Background: an optimization exercise with open tools, aiming at small area, a short achievable clock period and few clock cycles. Do not read the settings as production practice. Only simulation tests tie the RTL to the original design; equivalence was not proved. No activity file was given, so power comes from the tool's default toggle rates.

==> flow/design.v <==
`default_nettype none
module instr_mem_ctrl #(
  parameter int XLEN        = 32,
  parameter int DEPTH       = 64,
  parameter int WAIT_STATES = 1,
  parameter int AW          = $clog2(DEPTH)
) (
  input  logic            clk,
  input  logic            reset,
  input  logic            fetch_req,
  input  logic [31:0]     fetch_addr,
  output logic            fetch_ready,
  output logic            instr_valid,
  output logic [XLEN-1:0] instr,
  output logic            fetch_fault,
  input  logic            prog_we,
  input  logic [31:0]     prog_addr,
  input  logic [XLEN-1:0] prog_data,
  input  logic            prog_inj_err,
  output logic            prog_busy,
  output logic            parity_err
);
  localparam logic [31:0]     c_BYTE_LIMIT = 32'(DEPTH * 4);
  localparam logic [3:0]      c_WAIT_LAST  = 4'(WAIT_STATES - 1);
  localparam logic [AW-1:0]   c_CLR_LAST   = AW'(DEPTH - 1);
  localparam logic [XLEN-1:0] c_NOP        = XLEN'(32'h0000_0013);
  typedef enum logic [1:0] {
    S_CLEAR = 2'd0,
    S_IDLE  = 2'd1,
    S_WAIT  = 2'd2,
    S_RESP  = 2'd3
  } state_t;
  state_t          r_state;
  state_t          w_state_nxt;
  logic [AW-1:0]   r_clr_cnt;
  logic [3:0]      r_wait_cnt;
  logic [31:0]     r_addr;
  logic [XLEN-1:0] r_mem [DEPTH];
  logic            w_accept;
  logic            w_enter_resp;
  logic [31:0]     w_rd_addr;
  logic            w_rd_fault;
  logic [AW-1:0]   w_rd_idx;
  logic            w_prog_ok;
  logic [AW-1:0]   w_prog_idx;
  always_ff @(posedge clk) begin
    if (reset) r_state <= S_CLEAR;
    else       r_state <= w_state_nxt;
  end
  always_comb begin
    w_state_nxt = r_state;
    fetch_ready = 1'b0;
    prog_busy   = 1'b0;
    instr_valid = 1'b0;
    case (r_state)
      S_CLEAR: begin
        prog_busy = 1'b1;
        if (r_clr_cnt == c_CLR_LAST) w_state_nxt = S_IDLE;
      end
      S_IDLE: begin
        fetch_ready = 1'b1;
        if (fetch_req) w_state_nxt = (WAIT_STATES > 0) ? S_WAIT : S_RESP;
      end
      S_WAIT: begin
        if (r_wait_cnt == c_WAIT_LAST) w_state_nxt = S_RESP;
      end
      S_RESP: begin
        instr_valid = 1'b1;
        w_state_nxt = S_IDLE;
      end
      default: w_state_nxt = S_CLEAR;
    endcase
  end
  assign w_accept     = fetch_ready & fetch_req;
  assign w_enter_resp = (w_state_nxt == S_RESP) && (r_state != S_RESP);
  assign w_rd_addr  = (r_state == S_IDLE) ? fetch_addr : r_addr;
  assign w_rd_fault = (w_rd_addr[1:0] != 2'b00) || (w_rd_addr >= c_BYTE_LIMIT);
  assign w_rd_idx   = w_rd_addr[AW+1:2];
  assign w_prog_ok  = prog_we && (r_state != S_CLEAR) &&
                      (prog_addr[1:0] == 2'b00) && (prog_addr < c_BYTE_LIMIT);
  assign w_prog_idx = prog_addr[AW+1:2];
  always_ff @(posedge clk) begin
    if (reset) begin
      r_clr_cnt  <= '0;
      r_wait_cnt <= '0;
      r_addr     <= '0;
    end else begin
      if (r_state == S_CLEAR) r_clr_cnt <= r_clr_cnt + AW'(1);
      if (w_accept) begin
        r_addr     <= fetch_addr;
        r_wait_cnt <= '0;
      end else if (r_state == S_WAIT) begin
        r_wait_cnt <= r_wait_cnt + 4'd1;
      end
    end
  end
  always_ff @(posedge clk) begin
    if (!reset) begin
      if (r_state == S_CLEAR) r_mem[r_clr_cnt]  <= '0;
      else if (w_prog_ok)     r_mem[w_prog_idx] <= prog_data;
    end
  end
  always_ff @(posedge clk) begin
    if (reset) begin
      instr       <= '0;
      fetch_fault <= 1'b0;
    end else if (w_enter_resp) begin
      if (w_rd_fault) begin
        instr       <= c_NOP;
        fetch_fault <= 1'b1;
      end else begin
        instr       <= r_mem[w_rd_idx];
        fetch_fault <= 1'b0;
      end
    end
  end
  logic r_par [DEPTH];
  always_ff @(posedge clk) begin
    if (!reset) begin
      if (r_state == S_CLEAR) r_par[r_clr_cnt]  <= 1'b0;
      else if (w_prog_ok)     r_par[w_prog_idx] <= (^prog_data) ^ prog_inj_err;
    end
  end
  always_ff @(posedge clk) begin
    if (reset)             parity_err <= 1'b0;
    else if (w_enter_resp) parity_err <= !w_rd_fault && ((^r_mem[w_rd_idx]) != r_par[w_rd_idx]);
  end
endmodule
`default_nettype wire
==> flow/config.mk <==
export PLATFORM = sky130hd
export DESIGN_NAME = instr_mem_ctrl
export DESIGN_NICKNAME = instr_mem_ctrl
export VERILOG_FILES = /design/flow/design.v
export SDC_FILE = /design/flow/constraint.sdc
export NUM_CORES = 4
export LEC_CHECK = 0
export CAP_MARGIN = 20
export CORE_MARGIN = 2
export CORE_UTILIZATION = 40
export SLEW_MARGIN = 20
==> flow/run.sh <==
#!/bin/bash
# synth_recipe.tcl (not shown) runs the flow's synth.tcl, then flattens the netlist and writes it again
# the make line also repeats each setting of config.mk as NAME=value (left out here)
make -C /OpenROAD-flow-scripts/flow DESIGN_CONFIG=/design/flow/config.mk WORK_HOME=/design/flow/orfs CLKGATE_MAP_FILE= SYNTH_SCRIPT=/design/flow/synth_recipe.tcl finish
==> flow/constraint.sdc <==
create_clock -name core_clock -period 6.0 [get_ports {clk}]
set_input_delay 1.2000 -clock core_clock [delete_from_list [all_inputs] [get_ports {clk}]]
set_output_delay 1.2000 -clock core_clock [all_outputs]
set_load 0.01 [all_outputs]
==> results.txt <==
routing by layer:
| metal | GRT usage | wire length [um] | part of all wire | vias to the layer above |
|---|---|---|---|---|
| li1 | - | - | - | 20000 |
| met1 | 0.315 | 103000 | 0.39 | 25900 |
| met2 | 0.385 | 126000 | 0.48 | 2495 |
| met3 | 0.0395 | 21700 | 0.083 | 461 |
| met4 | 0.0990 | 11600 | 0.044 | 0 |
| met5 | 0 | 0 | 0 | - |
cell type report:
cell class	count	area [um^2]
inverter	23	91.3
multi-input combinational	2207	20000
tap	2838	3550
timing repair buffer	671	6800
clock inverter	104	1010
antenna	4	10.0
clock buffer	279	5650
sequential	2190	65000
fill	17800	112000
logic make-up (layout without fill, tap and decap cells):
group,count (synthesis),after routing,synth area share
AND/OR/NAND/NOR,1055,1055,0.0528
multiplexers,559,559,0.119
AO/OA/AOI/OAI,529,529,0.0428
other,0,4,0
flip-flops,2190,2190,0.754
adder cells (fa/ha/maj),3,3,0.000435
XOR/XNOR,61,61,0.00756
buffers and inverters,302,1077,0.0235
how the worst max path moves through the flow:
| stage | startpoint | to | cells past startpoint |
|---|---|---|---|
| after floorplan | prog_addr[27] | r_mem[24][0] | 8 |
| after global placement | fetch_addr[2] | parity_err | 19 |
| after detailed placement | fetch_addr[2] | parity_err | 19 |
| after CTS | r_addr[3] | parity_err | 18 |
| after global routing | fetch_addr[2] | parity_err | 19 |
| final | fetch_addr[2] | parity_err | 19 |
Yosys cell counts, drive strengths merged (9+ instances only):
library cell | n | area share
a21oi | 144 | 0.0084
nand3 | 137 | 0.0080
buf | 190 | 0.018
o2111ai | 9 | 0.00091
nor3 | 21 | 0.0012
a32oi | 24 | 0.0024
nand2b | 15 | 0.0012
dfxtp | 78 | 0.018
nand2 | 590 | 0.026
a22o | 9 | 0.00091
a31oi | 43 | 0.0031
o221ai | 10 | 0.0010
mux4 | 370 | 0.097
inv | 23 | 0.0011
mux2 | 16 | 0.0021
a22oi | 51 | 0.0044
a221oi | 12 | 0.0012
o211a | 11 | 0.0013
mux2i | 173 | 0.020
nor2 | 170 | 0.0074
xnor2 | 45 | 0.0047
a2111oi | 17 | 0.0017
and2 | 34 | 0.0025
o211ai | 38 | 0.0033
clkbuf | 89 | 0.0039
nor4 | 23 | 0.0017
a211oi | 24 | 0.0022
o22ai | 30 | 0.0022
o21ai | 40 | 0.0026
edfxtp | 2112 | 0.74
nand4 | 26 | 0.0019
a311oi | 14 | 0.0014
tightest hold or removal path: stages, from the launching register on:
cell	delay [ps]
sky130_fd_sc_hd__dfxtp_1	310
sky130_fd_sc_hd__nand2_1	50
sky130_fd_sc_hd__a21oi_1	50
per-stage QoR:
stage                     setup slack (ps)  area (um^2)  hold WS [ps]
final                                  240       102000           456
after global routing                   201       102000           480
after CTS                              408       102000           457
after detailed placement              -524        95300           449
after global placement                -492        95300           443
after floorplan                        855        86200           436
where the power goes:
group	leakage (uW)	total, uW	internal [uW]	switching [uW]
sequential	0.0231	16600	16600	13.7
combinational	0.00867	663	303	360
clock	0.00325	12900	7190	5740
state kept, by name (all words and copies together) (netlist names):
register,cells
fetch_fault,1
r_par,64
r_mem,2048
instr,32
parity_err,1
r_state,2
r_wait_cnt,4
r_clr_cnt,6
r_addr,32
==> reports/results.ini <==
[status]
run_status=finished clean

[job]
drv.max_cap_violation_count=0

[setup_path]
reg2regPathDepth=17
path_max_fanout=19
cp.buffers_inverters=6
critical_path.reg2reg.endpoint=parity_err
type_of_element_launching_the_critical_path=primary input
rr_startpoint=r_addr[2]
standard_cell_with_the_maximum_stage_delay_on_the_critical_path=sky130_fd_sc_hd__a211oi_1
timing.critical_path.mode_cell=sky130_fd_sc_hd__buf_4
dominant_delay_contributor_by_cell_family_on_the_critical_path=compound AO/OA/AOI/OAI gates
critPathArrivalTime_ps=6580
rrSetupSlack_ps=300
path_class=in2reg
worstSetupEndpointType=register
critPathRequiredTime_ps=6820
critical_path.max_stage_delay_ps=690
critical_path.cell_chain=clkdlybuf4s50_1 > nand3b_1 > buf_4 > o21ai_4 > buf_4 > buf_4 > mux2i_1 > o22ai_1 > a222oi_1 > buf_4 > a2bb2oi_1 > a211oi_1 > xnor3_1 > xnor2_1 > xnor3_1 > buf_4 > xnor3_1 > o21ai_1 > nor2b_4

[min_path]
hold_start=r_addr[8]
hold_path_cell_cnt=2
timing.hold.worst.class=reg2reg
capture_endpoint_of_the_worst_hold_path=r_addr[8]

[global_routing]
grt_first_pass_wirelength_um=364000
grt_antenna_before_repair=7
grt_overflow_total=0
grt_start_max_net_pins=65
grt_use_total=0.236
grt_pass1_vias=47500

[synth]
synth_cells=4699
synth_enable_flop_cells=2112
syn_nets=4803
synth.ff_latch_count=2190
yosysSeqAreaShare=0.754
mapped_cell_area_um2=86200
synth_ff_type=sky130_fd_sc_hd__edfxtp_1
postSynthAreaPerCell_um2=18.3
postSynth.asyncResetShare=0
ys.warnings.count=1
synth.lib_cells_used.distinct=85

[floorplanning]
placeableCoreArea_um2=214000
ios=138
overall_die_area_um2=219000
floorplan.die.width_um=468
num_rows=170
initial_core_util=0.402
die_height_um=468

[final_layout]
layout_commonest_cell=sky130_fd_sc_hd__edfxtp_1
layout.core_utilization=0.476
final_cell_mix=2,112 x sky130_fd_sc_hd__edfxtp_1, 588 x sky130_fd_sc_hd__nand2_1, 422 x sky130_fd_sc_hd__buf_4
syn_to_final_growth_pct=18.4
layout_cells_sized_above_1=0.247
num-nets-final=5405
instances_no_fill=8316

[routing]
drt_iter0_markers=6662
wirelength_um=262000
drt_pass1_iterations=6
drc=0
antenna_left=0
vias=48900
post_drt_via_cell_ratio=5.89
drt-wirelength-per-cell_um=31.5

[clocking]
hold_buffers=0
ctsRootBufferMaster=sky130_fd_sc_hd__clkbuf_16
postCtsSetupBuffers=0
cts_resized=0
cts_inserted_buffers=208
cts_buffer_depth=3
clk_pin_slew_ps=60
numClockSinks=2190
htree_levels=4
clk-insertion-delay-late_ps=880
tritoncts_clock_tree=yes

[sta]
finalCriticalPeriod_ps=5760
setup_viol=0
report.final.hold_viol_count=0
fmax_mhz=174
final.setup_skew_ps=24.8
rsz0062_at_grt=false
timing.final.max_slew_violations=0
final.setup.tns_ps=0
timing.slew.headroom=0.180
layout_worst_path_cycle_share=0.960
max_slew.worst_pin.slew_ps=1230

[power]
power_density_nw_per_um2=296
static-leakage-power_uw=0.0350
power_uw=30200
power.ir.vdd_worst_uv=348

[place]
place.detailed.hpwl_um=160000
place.detailed.instances=7928
port_buffer_count=137
place.gp.congestion=0.875

Testbench counts, summed over its fixed seeds: cycles 36,000.

-- re-timing with driven ports --
In the flow no input, the clock included, has a driving cell. The finished layout below was timed again as built, in two steps.
Step 1, drivers: a clkbuf_16 drives clk and a buf_2 each remaining input, both assumed.
Step 2 adds t to the input delays and takes it off the output delays; t is the mean of the earliest and latest rising clock arrival at the registers after step 1. Input paths then give back, and output paths get back, about the clock's delay inside the block.
Slacks: no drivers / after step 1 / after step 2; pairs: no drivers / after step 1.
t, ns: 0.962
setup slack, ns: 0.240 / 0.301 / -0.656
cell pins on the clock port's net: 1
Met with ideal ports but missed after step 2: setup timing in this run. For this run, drivers alone change the setup slack by +0.061 ns; drivers and shift together by -0.896 ns.
